Source: an optimization exercise on an open RTL-to-GDS flow (aim: small area, a short achievable clock period and few clock cycles per item). Production flows keep margins and buffers that such runs may drop.

==> inputs of 12-11 <==
## mdu_alu
module mdu_alu #(
    parameter int XLEN    = 32,
    parameter int SHAMT_W = $clog2(XLEN)
) (
    input  logic            clk,
    input  logic            rst,
    input  logic            in_valid,
    output logic            in_ready,
    input  logic [4:0]      in_op,
    input  logic [XLEN-1:0] in_a,
    input  logic [XLEN-1:0] in_b,
    input  logic            kill,
    output logic            out_valid,
    input  logic            out_ready,
    output logic [XLEN-1:0] out_result,
    output logic            out_illegal
);
clock: 11.0 ns
lec_check: 0
cap_margin: 20
core_margin: 2
core_utilization: 40
slew_margin: 20
run.sh (not shown) runs the stock make flow with config.mk's settings and CLKGATE_MAP_FILE= SYNTH_SCRIPT=/design/flow/synth_recipe.tcl, a recipe that flattens the netlist after the stock synthesis.
==> 08-02 (differences from 12-11) <==
--- a/flow/design.v
+++ b/flow/design.v
@@ -48,34 +48,38 @@
         end
     endfunction
     function automatic logic [127:0] csa(input logic [63:0] a, input logic [63:0] b,
                                          input logic [63:0] c);
         csa = {a ^ b ^ c, ((a & b) | (a & c) | (b & c)) << 1};
     endfunction
     logic        v_q;        
     logic        first_q;    
+    logic        one_q;      
+    logic        last_q;     
+    logic        dfirst_q;   
+    logic        lb0_q;      
     logic [1:0]  cls_q;
     logic [3:0]  aop_q;
     logic        hi_q;       
     logic        drem_q;     
     logic        qneg_q;
     logic        rneg_q;
-    logic        inv_q;      
+    logic        inv_q;
+    logic        swap_q;     
     logic [32:0] x_q;        
     logic [32:0] y_q;        
     logic [63:0] accs_q;     
     logic [63:0] accc_q;     
     logic [11:0] dig_q;      
     logic [4:0]  cnt_q;
     logic [5:0]  la_q, lb_q;  
-    logic        ov_q;
-    logic [31:0] orx_q, ory_q;
-    logic        orc_q;
-    logic        oill_q;
+    logic        av_q;       
+    logic        ahi_q;      
+    logic        aill_q;
     logic [1:0]  cls_in;
     logic        mul_sa, mul_sb, div_s, nega, negb, swap, inv_in;
     logic [32:0] ea, eb, x_in, y_in;
     logic [2:0]  na, nb;
     logic [11:0] dig_in;
     logic [31:0] oca, ocb;
     logic [5:0]  la_in, lb_in;
     always_comb begin
@@ -89,18 +93,18 @@
         negb   = (cls_in == C_DIV) && div_s && in_b[31];
         ea     = {(cls_in == C_MUL) && mul_sa && in_a[31], nega ? -in_a : in_a};
         eb     = {(cls_in == C_MUL) && mul_sb && in_b[31], negb ? -in_b : in_b};
         na     = nchunk({mul_sa && in_a[31], in_a});
         nb     = nchunk({mul_sb && in_b[31], in_b});
         swap   = (cls_in == C_MUL) && (nb < na);
         dig_in = swap ? booth({mul_sb && in_b[31], in_b}, nb)
                       : booth({mul_sa && in_a[31], in_a}, na);
-        x_in   = swap ? eb : ea;
-        y_in   = swap ? ea : eb;
+        x_in   = ea;
+        y_in   = eb;
         inv_in = (cls_in == C_DIV) ||
                  ((cls_in == C_ALU) && (in_op[3:0] == 4'd1 || in_op[3:0] == 4'd3 ||
                                         in_op[3:0] == 4'd4 || in_op[3:0] == 4'd10 ||
                                         in_op[3:0] == 4'd11 || in_op[3:0] == 4'd12 ||
                                         in_op[3:0] == 4'd13));
         if (inv_in) y_in = ~y_in;
         oca    = (div_s && in_a[31]) ? ~in_a : in_a;
         ocb    = (div_s && in_b[31]) ? ~in_b : in_b;
@@ -146,46 +150,44 @@
             4'd9:             alu_res = x_q[31:0] & y_q[31:0];
             4'd10:            alu_res = {31'd0, eq};
             4'd11:            alu_res = {31'd0, !eq};
             4'd12:            alu_res = {31'd0, !lts};
             default:          alu_res = {31'd0, !ltu};
         endcase
     end
     logic [63:0] mul_s, mul_c;
-    logic        mul_cy;
     logic [11:0] dig_nx;
+    logic [32:0] mcand;
+    assign mcand = swap_q ? x_q : y_q;
     always_comb begin
         logic [33:0]  w;
         logic [63:0]  pp [4];
         logic [63:0]  sa, ca;
         logic [6:0]   nbits;
         logic [127:0] t0, t1, t2, t3, t4;
-        logic [32:0]  lo_sum;
         nbits = '0;
         for (int j = 0; j < 4; j++) begin
             w = '0;
-            if (dig_q[3*j])     w = {y_q[32], y_q};
-            if (dig_q[3*j + 1]) w = {y_q, 1'b0};
+            if (dig_q[3*j])     w = {mcand[32], mcand};
+            if (dig_q[3*j + 1]) w = {mcand, 1'b0};
             w     = w ^ {34{dig_q[3*j + 2]}};
             pp[j] = 64'({~w[33], w[32:0]}) << (2 * j);
             nbits[2*j] = dig_q[3*j + 2];
         end
         sa = first_q ? 64'(nbits) : ((accs_q << 8) | 64'(nbits));
         ca = first_q ? 64'd0 : (accc_q << 8);
         t0 = csa(sa, ca, -(64'd85 << 33));
         t1 = csa(pp[0], pp[1], pp[2]);
         t2 = csa(pp[3], t0[127:64], t0[63:0]);
         t3 = csa(t1[127:64], t1[63:0], t2[127:64]);
         t4 = csa(t3[127:64], t3[63:0], t2[63:0]);
         mul_s  = t4[127:64];
         mul_c  = t4[63:0];
-        lo_sum = {1'b0, mul_s[31:0]} + {1'b0, mul_c[31:0]};
-        mul_cy = lo_sum[32];
-        dig_nx = booth(x_q, cnt_q[2:0] - 3'd1);
+        dig_nx = booth(swap_q ? y_q : x_q, cnt_q[2:0] - 3'd1);
     end
     logic        f1, f2;
     logic [32:0] rem2;
     logic [33:0] subb;
     logic [34:0] subc, cs_s, cs_c;
     always_comb begin
         logic [34:0] p, q, r;
         f1   = sum1[33];
@@ -197,36 +199,35 @@
         cs_c = {((p & q) | (p & r) | (q & r)), 1'b1};
         subc = cs_s + cs_c + 35'd1;
         f2   = f1 ? subc[34] : subb[33];
         if (f1) rem2 = f2 ? subc[32:0] : sum1[32:0];
         else    rem2 = f2 ? subb[32:0] : x_q;
     end
     logic        done;
     logic [31:0] resx, resy, dres;
-    logic        resc, res_ill, dneg;
+    logic        res_ill, dneg;
     logic        out_free, accept;
     logic [31:0] quo_n;
     logic        triv;
     always_comb begin
         quo_n   = {accs_q[29:0], f1, f2};
-        triv    = (lb_q == 6'd0) || dlen[6];
-        done    = 1'b1;
+        triv    = lb0_q || (la_q < lb_q);
+        done    = one_q || last_q || (dfirst_q && triv);
         resx    = alu_res;
         resy    = '0;
-        resc    = 1'b0;
         res_ill = 1'b0;
         dres    = '0;
         dneg    = 1'b0;
         if (first_q) begin
             if (drem_q) begin
                 dres = x_q[31:0];
                 dneg = rneg_q;
             end else begin
-                dres = (lb_q == 6'd0) ? '1 : '0;
+                dres = lb0_q ? '1 : '0;
             end
         end else begin
             if (drem_q) begin
                 dres = rem2[31:0];
                 dneg = rneg_q;
             end else begin
                 dres = quo_n;
                 dneg = qneg_q;
@@ -234,82 +235,95 @@
         end
         case (cls_q)
             C_ALU: ;
             C_ILL: begin
                 resx    = '0;
                 res_ill = 1'b1;
             end
             C_MUL: begin
-                done = (cnt_q[2:0] == 3'd0);
-                resx = hi_q ? mul_s[63:32] : mul_s[31:0];
-                resy = hi_q ? mul_c[63:32] : mul_c[31:0];
-                resc = hi_q && mul_cy;
+                resx = mul_s[31:0];
+                resy = mul_c[31:0];
             end
             default: begin
-                done = first_q ? triv : (cnt_q == 5'd0);
                 resx = dres ^ {32{dneg}};
-                resc = dneg;
+                resy = {31'd0, dneg};
             end
         endcase
     end
-    assign out_free = !ov_q || out_ready;
-    assign in_ready = !kill && (!v_q || (done && out_free));
+    logic        b_free;
+    logic [63:0] acc_sum;
+    assign acc_sum  = accs_q + accc_q;
+    assign b_free   = out_ready;
+    assign out_free = !av_q || b_free;
+    logic rdy_now, rdy_if_taken;
+    assign rdy_now      = !v_q || (done && !av_q);
+    assign rdy_if_taken = done;
+    assign in_ready     = !kill && (rdy_now || (rdy_if_taken && out_ready));
     assign accept   = in_valid && in_ready;
     always_ff @(posedge clk or posedge rst) begin
         if (rst) begin
             v_q  <= 1'b0;
-            ov_q <= 1'b0;
+            av_q <= 1'b0;
         end else if (kill) begin
             v_q  <= 1'b0;
-            ov_q <= 1'b0;
+            av_q <= 1'b0;
         end else begin
             if (accept)                       v_q <= 1'b1;
             else if (v_q && done && out_free) v_q <= 1'b0;
-            if (v_q && done && out_free)      ov_q <= 1'b1;
-            else if (out_ready)               ov_q <= 1'b0;
+            if (v_q && done && out_free)      av_q <= 1'b1;
+            else if (b_free)                  av_q <= 1'b0;
         end
     end
     always_ff @(posedge clk) begin
         if (accept) begin
             first_q <= 1'b1;
+            one_q   <= (cls_in == C_ALU) || (cls_in == C_ILL);
+            last_q  <= (cls_in == C_MUL) && ((swap ? nb : na) == 3'd0);
+            dfirst_q <= (cls_in == C_DIV);
+            lb0_q   <= (in_b == '0);
             cls_q   <= cls_in;
             aop_q   <= in_op[3:0];
             hi_q    <= (in_op[1:0] != 2'd0);
             drem_q  <= in_op[1];
             qneg_q  <= div_s && (in_a[31] ^ in_b[31]);
             rneg_q  <= div_s && in_a[31];
             x_q     <= x_in;
+            swap_q  <= swap;
             y_q     <= y_in;
             cnt_q   <= {2'd0, swap ? nb : na};
             inv_q   <= inv_in;
             dig_q   <= dig_in;
             la_q    <= la_in;
             lb_q    <= lb_in;
-        end else if (v_q && !done) begin
-            first_q <= 1'b0;
+        end else if (v_q && !done && out_free) begin
+            first_q  <= 1'b0;
+            dfirst_q <= 1'b0;
             if (cls_q == C_MUL) begin
+                last_q <= (cnt_q[2:0] == 3'd1);
                 accs_q <= mul_s;
                 accc_q <= mul_c;
                 dig_q  <= dig_nx;
                 cnt_q  <= cnt_q - 5'd1;
             end else if (first_q) begin
                 y_q    <= sh_out;
                 cnt_q  <= dlen[5:1];
+                last_q <= (dlen[5:1] == 5'd0);
                 accs_q <= '0;
             end else begin
                 x_q    <= rem2;
                 y_q    <= {2'b11, y_q[32:2]};
                 accs_q <= {32'd0, quo_n};
                 cnt_q  <= cnt_q - 5'd1;
+                last_q <= (cnt_q == 5'd1);
             end
         end
         if (v_q && done && out_free) begin
-            orx_q  <= resx;
-            ory_q  <= resy;
-            orc_q  <= resc;
-            oill_q <= res_ill;
+            accs_q <= {mul_s[63:32], resx};
+            accc_q <= {mul_c[63:32], resy};
+            ahi_q  <= (cls_q == C_MUL) && hi_q;
+            aill_q <= res_ill;
         end
     end
-    assign out_valid   = ov_q;
-    assign out_result  = orx_q + ory_q + 32'(orc_q);
-    assign out_illegal = oill_q;
+    assign out_valid   = av_q;
+    assign out_result  = ahi_q ? acc_sum[63:32] : acc_sum[31:0];
+    assign out_illegal = aill_q;
 endmodule
==> flow/flow/run.sh (new file) <==
#!/bin/bash
set -euo pipefail
MARGIN=5.5
sed -e "s/SETUP_SLACK_MARGIN=[0-9.]*/SETUP_SLACK_MARGIN=$MARGIN/" \
    -e "s/\"\${@:-finish}\"/MATCH_CELL_FOOTPRINT=0 'BUFFER_PORTS_ARGS=-buffer_cell sky130_fd_sc_hd__buf_4' \"\${@:-finish}\"/" \
    standard.sh > standard_tuned.sh
grep -q "SETUP_SLACK_MARGIN=$MARGIN" standard_tuned.sh
grep -q "MATCH_CELL_FOOTPRINT=0" standard_tuned.sh
bash standard_tuned.sh finish > standard_tuned.log 2>&1
==> flow/standard.sh (new file) <==
#!/bin/bash
# synth_recipe.tcl (not shown) runs the flow's synth.tcl, then flattens the netlist and writes it again
# the make line also repeats each setting of config.mk as NAME=value (left out here)
make -C /OpenROAD-flow-scripts/flow DESIGN_CONFIG=/design/flow/config.mk WORK_HOME=/design/flow/orfs CLKGATE_MAP_FILE= SYNTH_SCRIPT=/design/flow/synth_recipe.tcl "${@:-finish}"
ABC_AREA = 1   (was unset)
SETUP_SLACK_MARGIN = 5   (was unset)
removed: flow/run.sh
==> notes.md <==
quantity	08-02	12-11
Count of cell instances traversed by the critical path	25	18
# nets final	6455	5473
Overall die height	319 microns	325 microns
Crit path max fanout	3	4
Floorplan Core Area	0.0983 sq mm	0.102 sq mm
CTS resizes	122	0
Routability Congestion	1.06	1.07
Adder and majority cell fraction of the synthesized area	0.191	0.184
Share of synthesized cell area in and, or, nand and nor gates	0.215	0.154
Outcome	no timing/DRC/antenna violations	no timing/DRC/antenna violations
Area share of the leading cell type in the synthesized netlist	0.179	0.202
Worst setup startpoint	accs_q[0]	orx_q[0]
Number of synthesized flops with an enable pin	236	278
Wire length on met3	17.0 mm	17.0 mm
Layout non-clock buf frac	0.0486	0.0430
Clock buffer count from CTS	36	35
Number of placed instances, taps included	7028	6220
No functional check of the RTL was part of any run of this note.

-- static timing again, ports no longer ideal --
In the flow no input, the clock included, has a driving cell. The finished layouts below were timed again as built, in two steps.
Step 1 (the two cells are an assumption about what drives the block):
set clk [get_ports {clk}]
set_driving_cell -lib_cell sky130_fd_sc_hd__clkbuf_16 $clk
set_driving_cell -lib_cell sky130_fd_sc_hd__buf_2 [delete_from_list [all_inputs] $clk]
Step 2 moves the port delays by t, midway between the first and last clock arrival at a register: inputs arrive t later, outputs are due t later. That takes back most of the time a late clock gives input paths.
Three values: ideal ports, drivers, drivers and shift; two values: the first two.
| run | shift t [ns] | setup slack, ns | worst setup path at the end | latest minus earliest clock arrival (ns) | worst data-port slew with drivers (ns) |
|---|---|---|---|---|---|
| 12-11 | 0.626 | 3.252 / 3.185 / 3.045 | input to register | 0.037 / 0.038 | 0.07 |
| 08-02 | 0.659 | 5.024 / 4.955 / 5.158 | input to register | 0.034 / 0.033 | 0.06 |
After both steps every run listed still meets setup and hold. For 12-11, which loses most, drivers alone change the setup slack by -0.067 ns; drivers and shift together by -0.207 ns.
